Source: an optimization exercise on an open RTL-to-GDS flow (aim: small area, a short achievable clock period and few clock cycles per item). Production flows keep margins and buffers that such runs may drop.
At most, simulation tests tie the RTL to the original design; equivalence was not proved.
Only the layout flow was run in run 2; the RTL was not checked for function there.

## flow/design.v (module list and top-level ports; edited modules follow where they fit)
// module quad_disc_root: 1279 lines
module quad_disc_root #(
   parameter int W_IN   = quad_pkg::W_IN_DEF,
   parameter int W_DISC = 2*W_IN + 2,
   parameter int W_ROOT = W_IN + 1
) (
   input  logic                     CLK,
   input  logic                     RST,
   input  logic                     START,
   input  logic signed [W_IN-1:0]   A,
   input  logic signed [W_IN-1:0]   B,
   input  logic signed [W_IN-1:0]   C,
   output logic                     BUSY,
   output logic                     DONE,
   output logic signed [W_DISC-1:0] DISC,
   output logic        [W_ROOT-1:0] SQRT,
   output logic                     EXACT,
   output logic        [1:0]        ST
);
  // ...
==> flow/flow/run.sh <==
#!/bin/bash
# Layout: the standard flow (standard.sh: ORFS synthesis through finish)
# with two changes: the buffers that ORFS puts on every input and output port
# are sky130_fd_sc_hd__buf_2 instead of the delay cell buffer_ports picks by
# default, and the timing repair after clock-tree synthesis and global routing
# aims for a setup slack margin, so it sizes the critical paths.
set -o pipefail
export BUFFER_PORTS_ARGS="-buffer_cell sky130_fd_sc_hd__buf_2"
export SETUP_SLACK_MARGIN=9.8
bash standard.sh > standard.log 2>&1
==> flow/standard.sh <==
#!/bin/bash
# synth_recipe.tcl (not shown) runs the flow's synth.tcl, then flattens the netlist and writes it again
# the make line also repeats each setting of config.mk as NAME=value (left out here)
make -C /OpenROAD-flow-scripts/flow DESIGN_CONFIG=/design/flow/config.mk WORK_HOME=/design/flow/orfs CLKGATE_MAP_FILE= SYNTH_SCRIPT=/design/flow/synth_recipe.tcl "${@:-finish}"
==> flow/config.mk <==
export PLATFORM = sky130hd
export DESIGN_NAME = quad_disc_root
export DESIGN_NICKNAME = quad_disc_root
export VERILOG_FILES = /design/flow/design.v
export SDC_FILE = /design/flow/constraint.sdc
export NUM_CORES = 4
export LEC_CHECK = 0
export CAP_MARGIN = 20
export CORE_MARGIN = 2
export CORE_UTILIZATION = 60
export CTS_CLUSTER_DIAMETER = 100
export CTS_CLUSTER_SIZE = 25
export SLEW_MARGIN = 20
==> flow/constraint.sdc <==
create_clock -name core_clock -period 13.5 [get_ports {CLK}]
set_input_delay 2.7000 -clock core_clock [delete_from_list [all_inputs] [get_ports {CLK}]]
set_output_delay 2.7000 -clock core_clock [all_outputs]
set_load 0.01 [all_outputs]
==> impl_metrics.yaml, run 1 <==
global_routing:
  grt.busiest_layer: "met2"
  grt_use_met3: 0.0277
timing:
  maxSlewViolCount: 0
  setup_viol: 0
  whs_ns: 0.324
yosys:
  ys_seq_elements: 696
  synth_xor_area_frac: 0.0866
  synth.distinct_cells: 92
  synth.area.top_cells: "dfxtp_1, fa_1, ha_1, xnor2_1, inv_1"
  yosys.cell_count.top_type: "dfxtp_1"
  syn_inst: 3882
worst_setup_path:
  cp_cell_sequence: "buf_6"
  path_buf_inv: 1
  cp.depth: 1
run_status:
  outcome: "complete, no violations"
clock_network:
  clk_pin_slew_ns: 0.10
final_layout:
  register_area_sq_um: 14000
  fillers: 5159
  buffers: 123
  final_cell_mix: "dfxtp_1, ha_1, inv_1, xnor2_1, fa_1"
  final_cells: 4761
  layout_commonest_cell: "dfxtp_1"
detailed_routing:
  viasPerCell: 5.73
  drt-initial-drc-count: 1541
  met2_length_mm: 45.6
worst_hold_path:
  min-delay-start: "d3[31]"
Testbench counts, summed over its fixed seeds: cycles 2,496, items 2,400.
==> run 2: changes to the inputs <==
--- a/flow/design.v
+++ b/flow/design.v
@@ -1255,40 +1255,28 @@
       end else if (!u10_0[20]) begin
          r10_0 = {r9, 2'd2};
          m10_0 = u10_0[17:0];
       end else begin
          r10_0 = {r9, 2'd3};
          m10_0 = x10_0[17:0];
       end
    end
-   logic        v10;
-   logic [1:0]  c10;
-   logic [33:0] d10;
-   logic [16:0] r10;
-   logic [17:0] m10;
-   always_ff @(posedge CLK) begin
-      v10 <= v9 & ~RST;
-      c10 <= c9;
-      d10 <= d9;
-      r10 <= r10_0;
-      m10 <= m10_0;
-   end
    always_ff @(posedge CLK) begin
       if (RST) begin
          DONE  <= 1'b0;
          DISC  <= '0;
          SQRT  <= '0;
          EXACT <= 1'b0;
          ST    <= quad_pkg::ST_NONE;
       end else begin
-         DONE <= v10;
-         if (v10) begin
-            DISC  <= d10;
-            SQRT  <= (c10 == quad_pkg::ST_TWO) ? ~r10 : 17'd0;
-            EXACT <= (c10 == quad_pkg::ST_DOUBLE) ||
-                     (c10 == quad_pkg::ST_TWO && m10 == 18'd0);
-            ST    <= c10;
+         DONE <= v9;
+         if (v9) begin
+            DISC  <= d9;
+            SQRT  <= (c9 == quad_pkg::ST_TWO) ? ~r10_0 : 17'd0;
+            EXACT <= (c9 == quad_pkg::ST_DOUBLE) ||
+                     (c9 == quad_pkg::ST_TWO && m10_0 == 18'd0);
+            ST    <= c9;
          end
       end
    end
    assign BUSY = 1'b0;
 endmodule
==> run 2 against run 1 <==
  * Worst setup slack got worse by 0.049 ns
  * Fmax fell by 1.3%
  * Sequential cell count fell by 71
  * Die area fell by 4.6%
  * Global-route usage rose by 0.070 points
  * Highest routed layer unchanged
  * Core utilization rose by 0.69 points
  * First-iteration DRC count rose by 3.0%
==> impl_metrics.yaml, run 2 <==
run_status:
  outcome: "complete, no violations"
worst_hold_path:
  hold_end: "d8[7]"
  hold_class: "flip-flop to flip-flop"
  min-delay-start: "d7[7]"
  hold_depth: 0
timing:
  fin_crit_sh: 0.282
  setup_viol: 0
  finalHoldViolCount: 0
  rsz0062_at_grt: "yes"
  worst_slack_ns: 9.69
  relSlewSlack: 0.364
  maxSlewViolCount: 0
  finClkSkew_ns: 0.0232
  worstMarginPinSlew_ns: 0.952
  whs_ns: 0.327
  setup_tns_ns: 0
  timing.fmax_mhz: 263
  finalCriticalPeriod_ns: 3.81
clock_network:
  holdBufCountCts: 0
  h-tree-depth: 1
  cts_buffers: 31
  insertion_delay_ns: 0.62
  clk_pin_slew_ns: 0.09
  clockBufferDepth: 3
  cts_root_buf: "clkbuf_16"
  cts_tree: "built"
  clock_sinks: 625
global_routing:
  antenna_found_initial: 0
  grt.overflow.total: 0
  grt_max_degree: 67
  grt_pass1_vias: 27300
  grt_first_pass_wirelength_mm: 141
  grtUsageTotal: 0.275
worst_setup_path:
  crit_arrival_ns: 4.35
  cp_data_required_time_ns: 14.04
  reg2reg_depth: 12
  crit_type: "input port to flip-flop"
  path_max_fanout: 66
  cp-start-kind: "input port"
  end_kind: "flip-flop"
  rrSetupSlack_ns: 9.91
  r2r-start: "r8[1]"
  reg2reg_to: "m9[11]"
detailed_routing:
  vias: 26500
  viasPerCell: 5.81
  wl_mm: 86.2
  drc: 0
  drt-initial-drc-count: 1588
  postRouteAntennaNets: 0
  routedWlPerCell_microns: 18.9
  drt-pass1-iter-count: 8
final_layout:
  diodes: 0
  syn2layout_area_growth_pct: 7.20
  final_area_sq_um: 39600
  final_cell_mix: "dfxtp_1, ha_1, inv_1, fa_1, nand2_1"
  finalNetCount: 4397
  layout_commonest_cell: "dfxtp_1"
  fillers: 4805
  drive_above_1_share: 0.0884
  register_area_sq_um: 12600
  multi_input_area_sq_um: 22800
floorplan:
  dieArea_sq_um: 63500
  die_x_microns: 252
  die-height_microns: 252
  fp.coreArea_sq_um: 60600
  num_rows: 90
  initial_core_util: 0.610
  ios: 107
yosys:
  yosys.cell_count.top_type: "dfxtp_1"
  ys_async_sr_fraction: 0
  synth_flop_cell: "dfxtp_1"
  synth.area.top_cells: "dfxtp_1, fa_1, ha_1, xnor2_1, xor2_1"
  synth.distinct_cells: 100
  synth_top_area_share: 0.339
  avgSynthCellArea_sq_um: 9.87
  synth_area_sq_um: 36900
  yosysWarnings: 1
  ys_seq_elements: 625
  synth_commonest_cells: "dfxtp_1, ha_1, inv_1"
  ys_seq_area_frac: 0.339
  synth_top_area_cell: "dfxtp_1"
  synth_edf_count: 0
  syn_inst: 3741
place:
  gp_congestion: 0.923
  pre_cts_slack_ns: 8.81
  port-buffer-count: 104
  place_area_sq_um: 38000
  post-dp-hpwl_mm: 68.0
job:
  maxCapViolations: 0
## run 2: cell count changes after synthesis, sizes merged, moves of 11 or more
| cell | change |
|---|---|
| a21o | +13 |
| dfxtp | -71 |
| inv | -11 |
| o21a | -13 |
| xnor2 | -16 |
| mux2 | -22 |
| o21ai | -25 |
## run 2: worst max-delay path: stages
cell and delay (ns):
buf_2 0.11, buf_12 0.19, nor2_4 0.12, o2111ai_1 0.13, a2111oi_2 0.34, nand3_1 0.16, a2111oi_2 0.23, a41o_1 0.22
a31oi_1 0.05, o21ai_1 0.08
## run 2: routing by layer
layer / global-route usage / share of wire / vias up
met5: 0 / 0 / -
met4: 0.136 / 0.055 / 0
met3: 0.0230 / 0.034 / 198
met2: 0.494 / 0.50 / 632
met1: 0.330 / 0.41 / 12800
li1: - / - / 12800
## run 2: worst max path at each step
stage                from  endpoint  depth (start not counted)
global placement      RST     EXACT                         10
finish                RST     EXACT                         10
floorplan             RST     EXACT                          8
detailed placement    RST     EXACT                         10
CTS                 EXACT     EXACT                          1
global route          RST     EXACT                         10
## run 2: area by class of cell
type / count / share of cell area
flip-flops and latches: 625 / 0.319
clock inverters: 9 / 0.00316
well taps: 782 / 0.0247
inverters: 300 / 0.0285
repair buffers: 137 / 0.0283
multi-input cells: 2676 / 0.576
clock buffers: 32 / 0.0199
## run 2: logic make-up (layout without fill, tap and decap cells)
| family | Yosys count | count (layout) | share of synthesized area |
|---|---|---|---|
| AOI/OAI and AO/OA | 819 | 819 | 0.151 |
| and+or+nand+nor | 807 | 807 | 0.104 |
| DFF | 625 | 625 | 0.339 |
| adders and majority gates | 591 | 591 | 0.250 |
| buffers and inverters | 441 | 478 | 0.0457 |
| xor gates and xnor gates | 374 | 374 | 0.0887 |
| muxes | 83 | 83 | 0.0228 |
| other | 1 | 2 | 0.000102 |
## run 2: what timing repair did
action	4_1_cts	5_1_grt
hold endpoints to repair	0	0
gates resized for setup	130	41
pin swaps	0	2
setup endpoints to repair	69	89
gates cloned	0	0
buffers inserted	10	12
## run 2: stage by stage
stage,instances,utilization
3_3_place_gp,4498,0.627
6_report,4561,0.653
2_1_floorplan,3742,-
4_1_cts,4549,0.650
3_5_place_dp,4498,0.627
5_1_grt,4561,0.653

-- what the ideal ports hide --
The flow's constraints put no driver on any port. The routed layouts listed below were extracted and timed again, unchanged, in two steps.
Step 1 assumes that a clkbuf_16 drives the clock port and a buf_2 every other input.
Step 2 times the ports against the registers' clock, not the clock port: input delays grow and output delays shrink by t, the midpoint of the rising clock arrivals with the driver on.
Slacks: ideal ports / drivers / drivers and shift; pairs: ideal ports / drivers.
run	t, ns	setup slack, ns	worst slew at a driven data input, ns
run 1	0.649	9.741 / 9.675 / 9.796	0.04
run 2	0.674	9.691 / 9.637 / 9.058	0.03
After both steps setup and hold are still met in every run listed. For run 2, which loses most, drivers alone change the setup slack by -0.054 ns; drivers and shift together by -0.633 ns.
